Background: an optimization exercise with open tools, aiming at small area, a short achievable clock period and few clock cycles per item. Do not read the settings as production practice.
Function was checked by simulation only, so behaviour that the tests miss may differ from the original.
No activity file was given, so power comes from the tool's default toggle rates.

<file path="flow/config.mk">
export PLATFORM = sky130hd
export DESIGN_NAME = bounded_ordered_list_engine
export DESIGN_NICKNAME = bounded_ordered_list_engine
export VERILOG_FILES = /design/flow/design.v
export SDC_FILE = /design/flow/constraint.sdc
export NUM_CORES = 4
export LEC_CHECK = 0
export CAP_MARGIN = 20
export CORE_MARGIN = 2
export CORE_UTILIZATION = 40
export SLEW_MARGIN = 20
</file>
<file path="flow/constraint.sdc">
create_clock -name core_clock -period 5.0 [get_ports {clk_i}]
set_input_delay 1.0000 -clock core_clock [delete_from_list [all_inputs] [get_ports {clk_i}]]
set_output_delay 1.0000 -clock core_clock [all_outputs]
set_load 0.01 [all_outputs]
</file>
<file path="flow/design.v">
`default_nettype none
package bole_pkg;
  localparam int unsigned DataW     = 32;
  localparam int unsigned CntW      = 5;
  localparam int unsigned Depth     = 16;
  localparam int unsigned CmdW      = 3;
  localparam int unsigned StatusW   = 3;
  localparam int unsigned InTdataW  = 72;
  localparam int unsigned OutTdataW = 40;
  localparam int unsigned CapacityDef = 16;
  localparam logic [2:0] CMD_INS_FRONT = 3'd0;
  localparam logic [2:0] CMD_INS_BACK  = 3'd1;
  localparam logic [2:0] CMD_INS_KEY   = 3'd2;
  localparam logic [2:0] CMD_DEL_FRONT = 3'd3;
  localparam logic [2:0] CMD_DEL_BACK  = 3'd4;
  localparam logic [2:0] CMD_LIST      = 3'd5;
  localparam logic [2:0] STAT_DONE  = 3'd0;
  localparam logic [2:0] STAT_EMPTY = 3'd1;
  localparam logic [2:0] STAT_NOKEY = 3'd2;
  localparam logic [2:0] STAT_FULL  = 3'd3;
  localparam logic [2:0] STAT_ELEM  = 3'd4;
endpackage
`default_nettype wire
`default_nettype none
module bole_cell (
  input  wire logic        clk_i,
  input  wire logic        sel_right_i,   
  input  wire logic        sel_value_i,   
  input  wire logic        cmp_en_i,      
  input  wire logic [31:0] right_i,
  input  wire logic [31:0] value_i,
  input  wire logic [31:0] key_i,
  input  wire logic        eq_right_i,    
  input  wire logic        eq_value_i,    
  output logic      [31:0] val_o,
  output logic             eq_o,          
  output logic             match_o
);
  logic [31:0] val_q;
  logic        match_q;
  logic        hold;
  assign hold  = ~(sel_right_i | sel_value_i);
  assign eq_o  = (val_q == key_i);
  assign val_o = val_q;
  assign match_o = match_q;
  always_ff @(posedge clk_i) begin
    val_q <= ({32{hold}} & val_q) | ({32{sel_right_i}} & right_i) |
             ({32{sel_value_i}} & value_i);
  end
  always_ff @(posedge clk_i) begin
    if (cmp_en_i) begin
      match_q <= (hold & eq_o) | (sel_right_i & eq_right_i) | (sel_value_i & eq_value_i);
    end
  end
endmodule
`default_nettype wire
`default_nettype none
import bole_pkg::*;
module bounded_ordered_list_engine #(
  parameter int unsigned CAPACITY = bole_pkg::CapacityDef
) (
  input  wire logic                          clk_i,
  input  wire logic                          rst_ni,
  input  wire logic                          s_axis_tvalid_i,
  output logic                               s_axis_tready_o,
  input  wire logic [bole_pkg::InTdataW-1:0] s_axis_tdata_i,
  output logic                               m_axis_tvalid_o,
  input  wire logic                          m_axis_tready_i,
  output logic      [bole_pkg::OutTdataW-1:0] m_axis_tdata_o,
  output logic                               m_axis_tlast_o
);
  localparam int unsigned N = Depth;
  function automatic logic [N-1:0] fwd(input logic [N-1:0] x);   
    fwd = {x[N-2:0], x[N-1]};
  endfunction
  function automatic logic [N-1:0] bwd(input logic [N-1:0] x);   
    bwd = {x[0], x[N-1:1]};
  endfunction
  logic [N-1:0]      hh_q, tt_q, lp_q, occ_q;
  logic [CntW-1:0]   n_q;
  logic              lact_q;
  logic              cv_q;
  logic [2:0]        cop_q;
  logic [DataW-1:0]  cval_q;
  logic              av_q, alast_q, bv_q, blast_q;
  logic [OutTdataW-1:0] adata_q, bdata_q;
  logic [DataW-1:0]  val   [N];
  logic [N-1:0]      eq, mq, sr, sv;
  logic              eq_v;
  logic go, tready, acc;
  logic [2:0]       in_op;
  logic [DataW-1:0] in_val, in_key;
  assign in_op  = s_axis_tdata_i[2:0];
  assign in_val = s_axis_tdata_i[34:3];
  assign in_key = s_axis_tdata_i[66:35];
  assign go     = cv_q & ~bv_q & ~lact_q;
  assign tready = ~cv_q | (~bv_q & ~lact_q);
  assign acc    = s_axis_tvalid_i & tready;
  assign eq_v   = (cval_q == in_key);
  logic is_front, is_back, is_key, is_dfront, is_dback, is_list;
  logic full, empty, found, ins, del_f, del_b, lst;
  logic [N-1:0] mk, mh, hge, pmh, pmk, bex, binc;
  logic anyh;
  assign is_front  = (cop_q == CMD_INS_FRONT);
  assign is_back   = (cop_q == CMD_INS_BACK);
  assign is_key    = (cop_q == CMD_INS_KEY);
  assign is_dfront = (cop_q == CMD_DEL_FRONT);
  assign is_dback  = (cop_q == CMD_DEL_BACK);
  assign is_list   = (cop_q == CMD_LIST);
  assign full  = n_q[CntW-1];
  assign empty = (n_q == '0);
  assign found = |(mq & occ_q);
  assign ins   = go & ~full & (is_front | is_back | (is_key & found));
  assign del_f = go & ~empty & is_dfront;
  assign del_b = go & ~empty & is_dback;
  assign lst   = go & ~empty & is_list;
  assign mk = is_key ? (mq & occ_q) : (is_front ? hh_q : tt_q);
  always_comb begin
    hge[0] = hh_q[0];
    for (int c = 1; c < N; c++) begin
      hge[c] = hge[c-1] | hh_q[c];
    end
  end
  assign mh   = mk & hge;
  assign anyh = |mh;
  always_comb begin
    pmh[0] = 1'b0;
    pmk[0] = 1'b0;
    for (int c = 1; c < N; c++) begin
      pmh[c] = pmh[c-1] | mh[c-1];
      pmk[c] = pmk[c-1] | mk[c-1];
    end
  end
  assign bex  = (hge & pmh) | (~hge & ({N{anyh}} | pmk));
  assign binc = bex | mk;
  assign sv = {N{ins}} & fwd_rev(mk & ~bex);
  assign sr = {N{ins}} & ~fwd_rev(binc);
  function automatic logic [N-1:0] fwd_rev(input logic [N-1:0] x);   
    fwd_rev = bwd(x);
  endfunction
  for (genvar i = 0; i < N; i++) begin : g_cell
    localparam int unsigned R = (i + 1) % N;
    bole_cell u_cell (
      .clk_i      (clk_i),
      .sel_right_i(sr[i]),
      .sel_value_i(sv[i]),
      .cmp_en_i   (tready),
      .right_i    (val[R]),
      .value_i    (cval_q),
      .key_i      (in_key),
      .eq_right_i (eq[R]),
      .eq_value_i (eq_v),
      .val_o      (val[i]),
      .eq_o       (eq[i]),
      .match_o    (mq[i])
    );
  end
  logic [DataW-1:0] rd;
  logic             lend;
  always_comb begin
    rd = '0;
    for (int c = 0; c < N; c++) begin
      rd = rd | ({DataW{lp_q[c]}} & val[c]);
    end
  end
  assign lend = |(fwd(lp_q) & tt_q);
  logic             push, lstep;
  logic [2:0]       rstat;
  logic [DataW-1:0] relem;
  logic             rlast;
  logic [CntW-1:0]  n_d;
  logic [N-1:0]     hh_d;
  assign lstep = lact_q & ~bv_q;
  assign push  = go | lstep;
  always_comb begin
    n_d = n_q;
    if (ins) n_d = n_q + 1'b1;
    else if (del_f | del_b) n_d = n_q - 1'b1;
  end
  assign hh_d = ins ? bwd(hh_q) : (del_f ? fwd(hh_q) : hh_q);
  always_comb begin
    rstat = STAT_DONE;
    relem = '0;
    rlast = 1'b1;
    if (lact_q) begin
      rstat = STAT_ELEM;
      relem = rd;
      rlast = lend;
    end else begin
      if (is_front | is_back) begin
        if (full) rstat = STAT_FULL;
      end else if (is_key) begin
        if (empty) rstat = STAT_EMPTY;
        else if (!found) rstat = STAT_NOKEY;
        else if (full) rstat = STAT_FULL;
      end else if (is_list) begin
        if (empty) rstat = STAT_EMPTY;
        else begin
          rstat = STAT_ELEM;
          relem = rd;
          rlast = lend;
        end
      end else begin
        if (empty) rstat = STAT_EMPTY;
      end
    end
  end
  always_ff @(posedge clk_i or negedge rst_ni) begin
    if (!rst_ni) begin
      hh_q   <= N'(1);
      tt_q   <= N'(1);
      lp_q   <= N'(1);
      occ_q  <= '0;
      n_q    <= '0;
      lact_q <= 1'b0;
      cv_q   <= 1'b0;
      av_q   <= 1'b0;
      bv_q   <= 1'b0;
    end else begin
      hh_q <= hh_d;
      n_q  <= n_d;
      if (del_b) tt_q <= bwd(tt_q);
      if (ins) occ_q <= occ_q | bwd(hh_q);
      else if (del_f) occ_q <= occ_q & ~hh_q;
      else if (del_b) occ_q <= occ_q & ~bwd(tt_q);
      if ((lst | lstep) & ~lend) begin
        lact_q <= 1'b1;
        lp_q   <= fwd(lp_q);
      end else begin
        if (lstep) lact_q <= 1'b0;
        if (!lact_q || lstep) lp_q <= hh_d;
      end
      if (tready) cv_q <= s_axis_tvalid_i & (in_op <= CMD_LIST);
      if (bv_q) begin
        if (m_axis_tready_i) bv_q <= 1'b0;
      end else if (push) begin
        if (av_q && !m_axis_tready_i) bv_q <= 1'b1;
        else av_q <= 1'b1;
      end else if (m_axis_tready_i) begin
        av_q <= 1'b0;
      end
    end
  end
  always_ff @(posedge clk_i) begin
    if (tready) begin
      cop_q  <= in_op;
      cval_q <= in_val;
    end
    if (bv_q) begin
      if (av_q && m_axis_tready_i) begin
        adata_q <= bdata_q;
        alast_q <= blast_q;
      end
    end else if (push) begin
      if (!av_q || m_axis_tready_i) begin
        adata_q <= {n_d, relem, rstat};
        alast_q <= rlast;
      end else begin
        bdata_q <= {n_d, relem, rstat};
        blast_q <= rlast;
      end
    end
  end
  assign s_axis_tready_o = tready;
  assign m_axis_tvalid_o = av_q;
  assign m_axis_tdata_o  = adata_q;
  assign m_axis_tlast_o  = alast_q;
endmodule
`default_nettype wire
</file>
<file path="flow/run.sh">
#!/bin/bash
# synth_recipe.tcl (not shown) runs the flow's synth.tcl, then flattens the netlist and writes it again
# the make line also repeats each setting of config.mk as NAME=value (left out here)
make -C /OpenROAD-flow-scripts/flow DESIGN_CONFIG=/design/flow/config.mk WORK_HOME=/design/flow/orfs CLKGATE_MAP_FILE= SYNTH_SCRIPT=/design/flow/synth_recipe.tcl finish
</file>
==> results of run 1 <==
==> kinds of logic after synthesis <==
group | synth area share, %
and+or+nand+nor | 9.52
muxes | 21.8
AOI/OAI and AO/OA | 13.1
DFF | 39.7
xor gates and xnor gates | 11.8
buffers and inverters | 4.01
adders and majority gates | 0.0618
==> metrics by stage <==
step	setup slack [ps]	power [mW]	utilization [%]	cells	hold slack, ps
finish	578	26.5	46.8	5532	449
global route	375	27.1	46.8	5527	533
CTS	674	26.1	46.8	5525	464
detailed placement	681	19.3	43.8	5367	501
global placement	714	19.2	43.7	5366	497
floorplan	427	14.6	-	4089	474
==> state kept, by name, indices dropped and copies added, names as in the netlist, 3 cells and up <==
signal                 cells
cop_q                      3
cval_q                    32
adata_q                   40
lp_q                      16
n_q                        5
bdata_q                   40
hh_q                      16
occ_q                     16
g_cell.u_cell.val_q      512
tt_q                      16
g_cell.u_cell.match_q     16
==> layout make-up <==
class	count	area (sq um)	share of cell area, %
inverter	10	37.5	0.0800
multi-input combinational	2964	23100	49.3
antenna	6	15.0	0.0320
timing repair buffer	319	2910	6.20
tap	1357	1700	3.62
sequential	718	16100	34.3
clock buffer	127	2590	5.53
clock inverter	31	430	0.917
==> metal layers <==
metal	up-vias	wire length, um
met5	-	148
li1	14900	-
met3	716	27300
met1	17600	82300
met4	22	15600
met2	2570	85000
==> worst max-delay path by stage <==
stage                                   from                                   to  slack (ps)  cells after the start
after global routing      cop_q[0]$_DFFE_PP_  g_cell[14].u_cell.val_q[11]$_DFF_P_         370                      9
after detailed placement   hh_q[1]$_DFF_PN0_   g_cell[12].u_cell.val_q[5]$_DFF_P_         680                      9
after CTS                  hh_q[1]$_DFF_PN0_  g_cell[12].u_cell.val_q[27]$_DFF_P_         670                      9
after floorplan              m_axis_tready_i                 bdata_q[0]$_DFFE_PP_         430                      1
final                     cop_q[0]$_DFFE_PP_   g_cell[12].u_cell.val_q[9]$_DFF_P_         580                     10
after global placement     hh_q[1]$_DFF_PN0_   g_cell[4].u_cell.val_q[11]$_DFF_P_         710                      9
==> synthesized netlist by cell type, types with 9 or more instances <==
cell,n
nand3_1,33
xor2_1,193
a31oi_1,24
o21ai_0,129
nor3_1,10
mux2_4,29
a21oi_1,258
mux2_2,489
a22o_1,64
clkbuf_1,330
nor2_1,180
nand4_1,123
o31ai_1,26
nor4_1,73
nor2b_1,9
nand2b_1,11
dfrtp_1,70
a22oi_1,161
mux2i_1,282
dfxtp_1,512
and3_1,25
xnor2_1,354
buf_2,27
nand2_1,306
edfxtp_1,133
inv_1,10
a221oi_1,81
buf_1,28
==> power by group through the flow <==
stage          sequential, mW  combinational [mW]  clock (mW)
3_5_place_dp             10.2                9.05           0
2_1_floorplan            9.18                5.38           0
4_1_cts                  10.1                9.09        6.87
3_3_place_gp             10.2                8.98           0
6_report                 10.2                9.45        6.83
5_1_grt                  10.4                9.67        7.09
==> impl_metrics.yaml, run 1 <==
critical_path:
  crit_fanout: 28
  path_cells: "nor2_2 > a31oi_4 > or4_1 > nor4b_1 > buf_4 > nand4b_1 > nor2_1 > o2111ai_4 > buf_4 > mux2_2"
  worst_path_max_delay_cell: "or4_1"
  crit_required_ps: 5570
  cp-end-kind: "flip-flop"
  critPathMostFrequentCell: "buf_4"
  critPathMaxStageDelay_ps: 720
  worstReg2RegEnd: "g_cell[12].u_cell.val_q[9]$_DFF_P_"
  r2r_start: "cop_q[0]$_DFFE_PP_"
  crit_path_start_kind: "flip-flop"
  worstPathArrival_ps: 4990
  worstRegToRegCells: 10
  critPathKind: "reg2reg"
  cp_top_family: "simple AND/OR/NAND/NOR gates"
  regToRegSetupSlack_ps: 580
  cp.buffers_inverters: 2
floorplanning:
  initial_core_util_pct: 40.4
  die_y_um: 322
  io_pins: 119
  core_sq_um: 100000
  die_area_sq_um: 104000
  rows: 116
  dieWidth_um: 322
global_routing:
  globalRouteMet3Util_pct: 14.5
  grt_use_total_pct: 39.9
  overflow: 0
  grt_use_met1_pct: 51.5
  grtUsageMet2_pct: 56.8
  antenna_found_initial: 20
  grt_max_degree: 74
  top_usage_layer: "met2"
  grt_first_pass_wirelength_um: 284000
  grt_pass1_vias: 32600
placement:
  gp_congestion: 1.12
  io_buffers: 113
  dp_hpwl_um: 146000
  post_dp_cell_area_sq_um: 43900
power_and_ir_drop:
  comb_power_share_pct: 35.7
  power_density_nw_per_um2: 564
  leakage_nw: 17.9
  p_int_mw: 15.6
  ir_drop_v: 0.000454
  netSwitchingFraction_pct: 41.1
  power_frac_seq_pct: 38.5
  p_switching_mw: 10.9
  clkPwrFrac_pct: 25.8
synth:
  synth_area_leader_cell: "dfxtp_1"
  async_flop_share_pct: 10.2
  ys_dominant_reg_cell: "dfxtp_1"
  ys_types: 80
  synthTopCellsByArea: "dfxtp_1 (25%), mux2_2 (14%), edfxtp_1 (9.9%)"
  avgSynthCellArea_sq_um: 9.90
  synth.net_count: 4167
  synth_top_area_share_pct: 25.3
  syn_area_sq_um: 40500
  synth_seq_cells: 718
  yosysWarningCount: 3
  synth_edf_count: 133
  synth-seq-area-share_pct: 39.7
  synthCells: 4089
timing:
  setup_viol: 0
  finalCriticalPeriod_ps: 4420
  slew_headroom_pct: 20.1
  setup-tns-final_ps: 0
  finalHoldViolations: 0
  rsz0062_at_grt: "false"
  tightest_slew_ps: 1190
  fin_crit_sh_pct: 88.4
  report.final.slew_viol_count: 0
  finClkSkew_ps: 35.4
  max_freq_ghz: 0.226
clock_network:
  cts_setup_buffers: 0
  cts_resized: 0
  cts_sinks: 718
  cts_root_buffer: "clkbuf_16"
  hold_buffers: 0
  worstSkewPairLatency_ps: 700
  cts_max_level: 3
  numCtsBuffers: 85
  ctsLongestPathBuffers: 3
  cts_tree: "done"
  clk_pin_slew_worst_paths_ps: 60
route:
  via_per_inst: 6.46
  wirelength_um: 210000
  drt_iter0_drc: 5199
  antenna_left: 0
  drc: 0
  num_vias: 35700
  drt_first_pass_iters: 8
  wl_per_cell_um: 38.0
run_status:
  status: "finished clean"
run:
  drv_cap: 0
layout:
  mostFrequentLayoutCells: "dfxtp_1 (512), mux2_2 (489), xnor2_1 (353), nand2_1 (304), mux2i_1 (282)"
  area_growth_pct: 15.9
  fin_nets: 4176
  final.fill_count: 9566
  final_cell_area_sq_um: 46900
  layout_commonest_cell: "dfxtp_1"
  drive_above_1_share_pct: 22.6
hold_path:
  min_path_type: "in2async"
Testbench counts, summed over its fixed seeds: cycles 8,929, items 4,800.
==> inputs of run 2 (changes only) <==
--- a/flow/design.v
+++ b/flow/design.v
@@ -82,19 +82,20 @@
   logic              cv_q;
   logic [2:0]        cop_q;
   logic [DataW-1:0]  cval_q;
-  logic              av_q, alast_q, bv_q, blast_q;
-  logic [OutTdataW-1:0] adata_q, bdata_q;
+  logic              av_q, alast_q;
+  logic [OutTdataW-1:0] adata_q;
   logic [DataW-1:0]  val   [N];
   logic [N-1:0]      eq, mq, sr, sv;
   logic              eq_v;
-  logic go, tready, acc;
+  logic go, tready, acc, slot;
   logic [2:0]       in_op;
   logic [DataW-1:0] in_val, in_key;
   assign in_op  = s_axis_tdata_i[2:0];
   assign in_val = s_axis_tdata_i[34:3];
   assign in_key = s_axis_tdata_i[66:35];
-  assign go     = cv_q & ~bv_q & ~lact_q;
-  assign tready = ~cv_q | (~bv_q & ~lact_q);
+  assign slot   = ~av_q | m_axis_tready_i;
+  assign go     = cv_q & slot & ~lact_q;
+  assign tready = ~cv_q | (slot & ~lact_q);
   assign acc    = s_axis_tvalid_i & tready;
   assign eq_v   = (cval_q == in_key);
   logic is_front, is_back, is_key, is_dfront, is_dback, is_list;
@@ -170,7 +171,7 @@
   logic             rlast;
   logic [CntW-1:0]  n_d;
   logic [N-1:0]     hh_d;
-  assign lstep = lact_q & ~bv_q;
+  assign lstep = lact_q & slot;
   assign push  = go | lstep;
   always_comb begin
     n_d = n_q;
@@ -215,7 +216,6 @@
       lact_q <= 1'b0;
       cv_q   <= 1'b0;
       av_q   <= 1'b0;
-      bv_q   <= 1'b0;
     end else begin
       hh_q <= hh_d;
       n_q  <= n_d;
@@ -231,14 +231,8 @@
         if (!lact_q || lstep) lp_q <= hh_d;
       end
       if (tready) cv_q <= s_axis_tvalid_i & (in_op <= CMD_LIST);
-      if (bv_q) begin
-        if (m_axis_tready_i) bv_q <= 1'b0;
-      end else if (push) begin
-        if (av_q && !m_axis_tready_i) bv_q <= 1'b1;
-        else av_q <= 1'b1;
-      end else if (m_axis_tready_i) begin
-        av_q <= 1'b0;
-      end
+      if (push) av_q <= 1'b1;
+      else if (m_axis_tready_i) av_q <= 1'b0;
     end
   end
   always_ff @(posedge clk_i) begin
@@ -246,19 +240,9 @@
       cop_q  <= in_op;
       cval_q <= in_val;
     end
-    if (bv_q) begin
-      if (av_q && m_axis_tready_i) begin
-        adata_q <= bdata_q;
-        alast_q <= blast_q;
-      end
-    end else if (push) begin
-      if (!av_q || m_axis_tready_i) begin
-        adata_q <= {n_d, relem, rstat};
-        alast_q <= rlast;
-      end else begin
-        bdata_q <= {n_d, relem, rstat};
-        blast_q <= rlast;
-      end
+    if (push) begin
+      adata_q <= {n_d, relem, rstat};
+      alast_q <= rlast;
     end
   end
   assign s_axis_tready_o = tready;
==> run 2 against run 1 <==
- synthesized cell count down 2.6%
- critical path type unchanged
- flip-flop and latch count down 42
- die area down 5.0%
- first-iteration DRC count up 7.9%
- highest routed layer unchanged
- critical path depth down 1
- setup slack better by 170 ps
==> impl_metrics.yaml, run 2 <==
run_status:
  status: "finished clean"
route:
  drt_iter0_drc: 5608
  num_vias: 35800
  wl_per_cell_um: 40.3
  drt_first_pass_iters: 8
  drc: 0
  via_per_inst: 6.70
  antenna_left: 0
  wirelength_um: 215000
power_and_ir_drop:
  power_frac_seq_pct: 36.3
  power_density_nw_per_um2: 662
  p_switching_mw: 13.6
  comb_power_share_pct: 42.4
  power_mw: 29.5
  netSwitchingFraction_pct: 46.2
  clkPwrFrac_pct: 21.3
  p_int_mw: 15.9
  ir_drop_v: 0.000316
  leakage_nw: 18.1
timing:
  report.final.slew_viol_count: 0
  fin_crit_sh_pct: 85.1
  rsz0062_at_grt: "false"
  finalHoldViolations: 0
  finalCriticalPeriod_ps: 4250
  setup_viol: 0
  slew_headroom_pct: 17.2
  finClkSkew_ps: 38.9
  max_freq_ghz: 0.235
  setup-tns-final_ps: 0
  tightest_slew_ps: 1230
layout:
  mostFrequentLayoutCells: "dfxtp_1 (512), mux2i_1 (382), xor2_1 (288), xnor2_1 (258), a21oi_1 (253)"
  reg.largest.list: "g_cell.u_cell.val_q (512), adata_q (40), cval_q (32)"
  regArea_sq_um: 14800
  final.fill_count: 9081
  layout_commonest_cell: "dfxtp_1"
  area_growth_pct: 16.0
  instances_no_fill: 5339
  drive_above_1_share_pct: 16.2
  fin_nets: 4074
  multi_input_area_sq_um: 22400
  largest_reg_flops: 512
  largest-register: "g_cell.u_cell.val_q"
synth:
  synth-seq-area-share_pct: 38.6
  avgSynthCellArea_sq_um: 9.65
  synthTopCellsByArea: "dfxtp_1 (27%), mux2i_1 (9.9%), edfxtp_1 (7.2%)"
  ys_dominant_reg_cell: "dfxtp_1"
  synthCells: 3981
  synth_area_leader_cell: "dfxtp_1"
  yosysWarningCount: 3
  async_flop_share_pct: 10.7
  synth_seq_cells: 676
  synth_top_area_share_pct: 26.7
  yosys.cell_count.top_type: "dfxtp_1"
  synth_commonest_cells: "dfxtp_1 (512), mux2i_1 (382), clkbuf_1 (322)"
  synth_edf_count: 92
  syn_area_sq_um: 38400
  ys_types: 73
  synth.net_count: 4059
floorplanning:
  dieWidth_um: 314
  rows: 113
  die_y_um: 314
  core_sq_um: 95200
  die_area_sq_um: 98600
  initial_core_util_pct: 40.4
  io_pins: 119
global_routing:
  grt_pass1_vias: 31800
  grt_max_degree: 73
  overflow: 0
  grt_first_pass_wirelength_um: 287000
  antenna_found_initial: 33
  grt_use_total_pct: 42.4
placement:
  dp.cells: 5177
  io_buffers: 113
  gp_congestion: 1.12
  dp_hpwl_um: 148000
run:
  drv_cap: 0
critical_path:
  worstPathArrival_ps: 4810
  crit_path_start_kind: "flip-flop"
  cp-end-kind: "flip-flop"
  critPathKind: "reg2reg"
  crit_fanout: 20
  crit_required_ps: 5560
  worstRegToRegCells: 9
clock_network:
  cts_resized: 0
  ctsLongestPathBuffers: 3
  worstSkewPairLatency_ps: 690
  hold_buffers: 0
  cts_sinks: 676
  cts_root_buffer: "clkbuf_16"
  cts_setup_buffers: 0
  numCtsBuffers: 82
  cts_max_level: 3
  clk_pin_slew_worst_paths_ps: 60
  cts_tree: "done"
hold_path:
  min_path_type: "in2async"
## run 2: changes by cell type after synthesis, moves of 41 or more
cell / before / now
a22oi_1: 161 / 82
edfxtp_1: 133 / 92
mux2_1: 5 / 92
mux2_2: 489 / 229
mux2i_1: 282 / 382
nand2_1: 306 / 164
o21ai_0: 129 / 253
xnor2_1: 354 / 259
xor2_1: 193 / 288
## run 2: per-layer routing
metal / share of wire, % / GRT usage, %
met3: 12 / 14.6
met1: 37 / 52.2
met5: 0.12 / 0.145
met2: 41 / 62.4
met4: 9.0 / 29.1
## run 2: cell type report
cell class	count	area share, %
clock buffers	111	5.29
clock inverters	41	0.870
inverters	8	0.0674
flip-flops and latches	676	33.3
repair buffers	334	6.62
multi-input cells	2894	50.2
diodes	10	0.0562
well taps	1265	3.55
## run 2: final timing paths
check                                                      end                           startpoint  slack (ps)
max                          g_cell[3].u_cell.val_q[6]$_DFF_P_                    hh_q[1]$_DFF_PN0_         750
max reg2reg                  g_cell[3].u_cell.val_q[6]$_DFF_P_                    hh_q[1]$_DFF_PN0_         750
max in group asynchronous                 lp_q[13]$_DFFE_PN0P_                               rst_ni        3820
min in group core_clock    g_cell[15].u_cell.val_q[13]$_DFF_P_  g_cell[15].u_cell.val_q[13]$_DFF_P_         520
min                                       lp_q[15]$_DFFE_PN0P_                               rst_ni         490
min reg2reg                g_cell[15].u_cell.val_q[13]$_DFF_P_  g_cell[15].u_cell.val_q[13]$_DFF_P_         520
## run 2: power groups by stage
stage / logic (mW) / registers, mW / clock network, mW
CTS: 11.9 / 10.6 / 6.28
floorplan: 6.65 / 9.34 / 0
finish: 12.5 / 10.7 / 6.27
global placement: 11.7 / 10.6 / 0
global route: 12.6 / 10.8 / 6.49
detailed placement: 11.8 / 10.7 / 0
## run 2: logic make-up (layout without fill, tap and decap cells)
group | count (synthesis) | count (layout) | share of synthesized area [%]
compound gates | 959 | 959 | 16.4
mux | 703 | 703 | 19.4
simple gates | 683 | 683 | 8.82
flops | 676 | 676 | 38.6
xor+xnor | 547 | 547 | 12.5
buf+inv | 411 | 494 | 4.30
fa+ha+maj | 2 | 2 | 0.0651
other cells | 0 | 10 | 0
## run 2: metrics by stage
stage | instance area (sq um) | worst slack, ps | hold slack, ps | util [%]
final | 44600 | 747 | 488 | 46.8
after global routing | 44500 | 535 | 537 | 46.8
after CTS | 44500 | 773 | 494 | 46.8
after detailed placement | 41800 | 679 | 511 | 43.9
after global placement | 41800 | 699 | 500 | 43.9
after floorplan | 38400 | 341 | 474 | -
## run 2: worst max-delay path, cell delays in order (launching register included)
cell	delay [ps]
dfrtp_1	540
nor3_1	480
and4b_1	590
a32oi_1	260
nor4_4	400
nand4_2	390
or3_1	480
nand3_2	110
buf_4	440
mux2_2	390
Testbench counts of run 2, summed over its fixed seeds: cycles 8,929, items 4,800.
==> inputs of run 3 (changes only) <==
--- a/flow/design.v
+++ b/flow/design.v
@@ -26,6 +26,7 @@
   input  wire logic        clk_i,
   input  wire logic        sel_right_i,   
   input  wire logic        sel_value_i,   
+  input  wire logic        sel_hold_i,    
   input  wire logic        cmp_en_i,      
   input  wire logic [31:0] right_i,
   input  wire logic [31:0] value_i,
@@ -39,7 +40,7 @@
   logic [31:0] val_q;
   logic        match_q;
   logic        hold;
-  assign hold  = ~(sel_right_i | sel_value_i);
+  assign hold  = sel_hold_i;
   assign eq_o  = (val_q == key_i);
   assign val_o = val_q;
   assign match_o = match_q;
@@ -80,12 +81,12 @@
   logic [CntW-1:0]   n_q;
   logic              lact_q;
   logic              cv_q;
-  logic [2:0]        cop_q;
+  logic [2:0]        cop_q, copn_q;   
   logic [DataW-1:0]  cval_q;
   logic              av_q, alast_q;
   logic [OutTdataW-1:0] adata_q;
   logic [DataW-1:0]  val   [N];
-  logic [N-1:0]      eq, mq, sr, sv;
+  logic [N-1:0]      eq, mq, sr, sv, sh;
   logic              eq_v;
   logic go, tready, acc, slot;
   logic [2:0]       in_op;
@@ -112,6 +113,9 @@
   assign empty = (n_q == '0);
   assign found = |(mq & occ_q);
   assign ins   = go & ~full & (is_front | is_back | (is_key & found));
+  logic ins_h;
+  assign ins_h = go & ~full & ((copn_q == ~CMD_INS_FRONT) | (copn_q == ~CMD_INS_BACK) |
+                               ((copn_q == ~CMD_INS_KEY) & found));
   assign del_f = go & ~empty & is_dfront;
   assign del_b = go & ~empty & is_dback;
   assign lst   = go & ~empty & is_list;
@@ -136,6 +140,7 @@
   assign binc = bex | mk;
   assign sv = {N{ins}} & fwd_rev(mk & ~bex);
   assign sr = {N{ins}} & ~fwd_rev(binc);
+  assign sh = ~{N{ins_h}} | fwd_rev(bex);
   function automatic logic [N-1:0] fwd_rev(input logic [N-1:0] x);   
     fwd_rev = bwd(x);
   endfunction
@@ -145,6 +150,7 @@
       .clk_i      (clk_i),
       .sel_right_i(sr[i]),
       .sel_value_i(sv[i]),
+      .sel_hold_i (sh[i]),
       .cmp_en_i   (tready),
       .right_i    (val[R]),
       .value_i    (cval_q),
@@ -238,6 +244,7 @@
   always_ff @(posedge clk_i) begin
     if (tready) begin
       cop_q  <= in_op;
+      copn_q <= ~in_op;
       cval_q <= in_val;
     end
     if (push) begin
--- a/flow/config.mk
+++ b/flow/config.mk
@@ -5,7 +5,10 @@
 export SDC_FILE = /design/flow/constraint.sdc
 export NUM_CORES = 4
 export LEC_CHECK = 0
+export ABC_CLOCK_PERIOD_IN_PS = 2000
 export CAP_MARGIN = 20
 export CORE_MARGIN = 2
 export CORE_UTILIZATION = 40
+export CTS_BUF_LIST = sky130_fd_sc_hd__clkbuf_8
+export SETUP_SLACK_MARGIN = 2.8
 export SLEW_MARGIN = 20
==> run 3 against run 2 <==
- setup slack improved by 740 ps
- combinational power fell by 8%
- register-to-register slack improved by 740 ps
- clock power fell by 11%
- design area rose by 17%
- clock skew rose by 12 ps
- synthesized area fell by 1.1%
- worst hold slack got worse by 190 ps
- non-clock buffer count rose by 271
- sequential share of layout area fell by 4.7 points
- fmax rose by 21%
- largest power group unchanged
- cell count rose by 7.1%
- critical path type unchanged
==> impl_metrics.yaml, run 3 <==
synth:
  syn_area_sq_um: 38000
  avgSynthCellArea_sq_um: 9.50
  synth_area_leader_cell: "dfxtp_1"
  synthMuxAreaShare_pct: 14.7
  yosys.cell_count.top_type: "mux2i_1"
  synthTopCellsByArea: "dfxtp_1 (27%), mux2i_1 (14%), xor2_1 (8.1%)"
  synthAdderAreaFrac_pct: 0.0659
  synth_top_family_by_area: "compound AO/OA/AOI/OAI gates"
  async_flop_share_pct: 10.6
  synth_compound_area_share_pct: 19.6
  synthCells: 3998
  ys_dominant_reg_cell: "dfxtp_1"
  synth_commonest_cells: "mux2i_1 (541), dfxtp_1 (512), nand2_1 (398)"
  synth_top_area_share_pct: 27.0
  synth_edf_count: 95
  yosysWarningCount: 3
  synth_seq_cells: 679
  synth.net_count: 4076
  yosys.area_share.simple_pct: 9.43
  synth-seq-area-share_pct: 39.2
  synth_xor_area_share_pct: 12.6
  ys_types: 84
critical_path:
  worst_path_max_delay_cell: "edfxtp_1"
  worstPathArrival_ps: 4280
  crit_required_ps: 5770
  cp-end-kind: "flip-flop"
  regToRegSetupSlack_ps: 1490
  crit_fanout: 16
  crit_path_start_kind: "flip-flop"
  path_cells: "buf_6 > buf_16 > or3b_4 > o22ai_1 > a221oi_2 > o211a_4 > buf_6 > nand2_8 > buf_4 > a21oi_2 > and2_4 > nand3b_1 > buf_4 > buf_12 > o21ai_1"
  critPathKind: "reg2reg"
  critPathMaxStageDelay_ps: 460
clock_network:
  numCtsBuffers: 120
  ctsLongestPathBuffers: 3
  cts_max_level: 3
  worstSkewPairLatency_ps: 880
  cts_tree: "done"
  clk_pin_slew_worst_paths_ps: 70
  cts_sinks: 679
  cts_root_buffer: "clkbuf_8"
floorplanning:
  io_pins: 119
  die_y_um: 312
  core_sq_um: 94600
  initial_core_util_pct: 40.2
  rows: 113
  die_area_sq_um: 97500
  dieWidth_um: 312
timing:
  max_freq_ghz: 0.285
  report.final.slew_viol_count: 0
  setup_viol: 0
  tightest_slew_ps: 1220
  finalCriticalPeriod_ps: 3510
  fin_crit_sh_pct: 70.3
  finalHoldViolations: 0
  finClkSkew_ps: 50.6
  slew_headroom_pct: 18.2
  rsz0062_at_grt: "true"
  setup-tns-final_ps: 0
layout:
  area_growth_pct: 37.8
  fin_nets: 4411
  reg.largest.list: "g_cell.u_cell.val_q (512), adata_q (40), cval_q (32)"
  drive_above_1_share_pct: 31.4
  largest-register: "g_cell.u_cell.val_q"
  regArea_sq_um: 15000
  mostFrequentLayoutCells: "mux2i_1 (540), dfxtp_1 (512), xor2_1 (351), buf_4 (254), o21ai_1 (248)"
  instances_no_fill: 5719
  multi_input_area_sq_um: 25500
  largest_reg_flops: 512
  final.fill_count: 8162
  layout_commonest_cell: "mux2i_1"
global_routing:
  antenna_found_initial: 27
  grt_first_pass_wirelength_um: 319000
  overflow: 0
  grt_pass1_vias: 35100
  grt_use_total_pct: 47.9
  grt_max_degree: 73
power_and_ir_drop:
  clkPwrFrac_pct: 20.4
  power_density_nw_per_um2: 521
  power_frac_seq_pct: 37.5
  leakage_nw: 20.5
  netSwitchingFraction_pct: 46.5
  comb_power_share_pct: 42.1
  ir_drop_v: 0.000265
  p_switching_mw: 12.7
  p_int_mw: 14.6
placement:
  dp_hpwl_um: 157000
  dp.cells: 5183
  gp_congestion: 1.13
  io_buffers: 113
route:
  drt_first_pass_iters: 10
  wl_per_cell_um: 45.7
  antenna_left: 0
  drt_iter0_drc: 7414
  wirelength_um: 261000
  via_per_inst: 7.11
  num_vias: 40700
  drc: 0
run:
  drv_cap: 0
hold_path:
  min_path_type: "in2async"
run_status:
  status: "finished clean"
-- run 3: final timing paths --
kind / cells past startpoint / startpoint / end
worst max-delay path: 15 / cop_q[1]$_DFFE_PP_ / g_cell[12].u_cell.val_q[23]$_DFF_P_
worst min-delay path: 1 / rst_ni / occ_q[5]$_DFFE_PN0P_
worst max register to register: 15 / cop_q[1]$_DFFE_PP_ / g_cell[12].u_cell.val_q[23]$_DFF_P_
worst min register to register: 2 / g_cell[9].u_cell.val_q[20]$_DFF_P_ / g_cell[9].u_cell.val_q[20]$_DFF_P_
max in group asynchronous: 1 / rst_ni / lp_q[7]$_DFFE_PN0P_
min in group core_clock: 2 / g_cell[9].u_cell.val_q[20]$_DFF_P_ / g_cell[9].u_cell.val_q[20]$_DFF_P_
-- run 3: power by group through the flow --
stage | Clock, mW | Combinational [mW] | Sequential (mW)
after floorplan | 0 | 5.20 | 8.53
after global routing | 5.76 | 11.4 | 10.3
final | 5.55 | 11.5 | 10.2
after global placement | 0 | 8.55 | 10.0
after detailed placement | 0 | 8.61 | 10.0
after CTS | 5.52 | 9.54 | 9.91
-- run 3: kinds of logic after synthesis --
family,count (synthesis)
flip-flops,679
AO/OA/AOI/OAI,1054
AND/OR/NAND/NOR,746
adder cells (fa/ha/maj),2
XOR/XNOR,547
buffers and inverters,413
multiplexers,557
-- run 3: final cells by class --
type	instances	share of cell area, %
timing repair buffer	605	14.7
multi-input combinational	2909	48.6
antenna	15	0.0717
clock buffer	151	3.97
inverter	18	0.136
sequential	679	28.6
tap	1265	3.02
clock inverter	77	0.813
-- run 3: routing by layer --
metal  track usage (%)  wire length [um]  up-vias  share of wire (%)
met4              31.7             28300       26                 11
met2              66.1             98000     4031                 38
met3              20.3             41200     1474                 16
met5             0.242               365        -               0.14
li1                  -                 -    15500                  -
met1              60.5             93300    19700                 36
-- run 3: through the flow --
step | area [sq um] | util (%) | total power [mW] | worst slack, ps | hold slack [ps]
after CTS | 48100 | 50.8 | 25.0 | 1860 | 329
after global routing | 52300 | 55.3 | 27.5 | 1540 | 361
after global placement | 41600 | 44.0 | 18.6 | 841 | 485
final | 52400 | 55.3 | 27.3 | 1490 | 301
after detailed placement | 41700 | 44.0 | 18.6 | 793 | 488
after floorplan | 39300 | - | 13.7 | 1960 | 459
-- run 3: what timing repair did --
item                       in CTS  in global routing
setup buffers                 156                 68
setup endpoints to repair     706                659
resized for setup             642                690
pin swaps                     112                201
hold buffers                    0                  0
gates cloned                   32                 37
-- run 3: critical path: cells and delay by family, from the launching register on --
kind	cells	cell delay (ps)
simple gates	4	770
buf+inv	6	1030
flops	1	460
compound gates	5	1150
Testbench counts of run 3, summed over its fixed seeds: cycles 8,929, items 4,800.

re-timing with driven ports:
How much do the figures lean on ideal ports? The routed layouts below were timed once more, with nothing changed but the port constraints. Step 1 sets driving cells, clkbuf_16 on the clock port and buf_2 on the other inputs (assumed; they add their load-dependent delay and slew). Step 2 also shifts input and output timing later by t, the mid clock arrival at the registers, as if the neighbouring blocks saw the same clock. a / b / c = no drivers / after step 1 / after step 2; a / b = the first two.
run | shift t [ns] | setup WS [ns] | hold WS [ns] | worst data-port slew with drivers (ns)
run 1 | 0.765 | 0.578 / 0.578 / 0.578 | 0.449 / 0.395 / 0.510 | 0.06
run 2 | 0.752 | 0.747 / 0.747 / 0.545 | 0.488 / 0.438 / 0.524 | 0.07
run 3 | 0.926 | 1.486 / 1.486 / 0.831 | 0.301 / 0.251 / 0.503 | 0.07
After both steps every run listed still meets setup and hold. For run 3, which loses most, drivers alone change the setup slack by 0.000 ns; drivers and shift together by -0.655 ns.
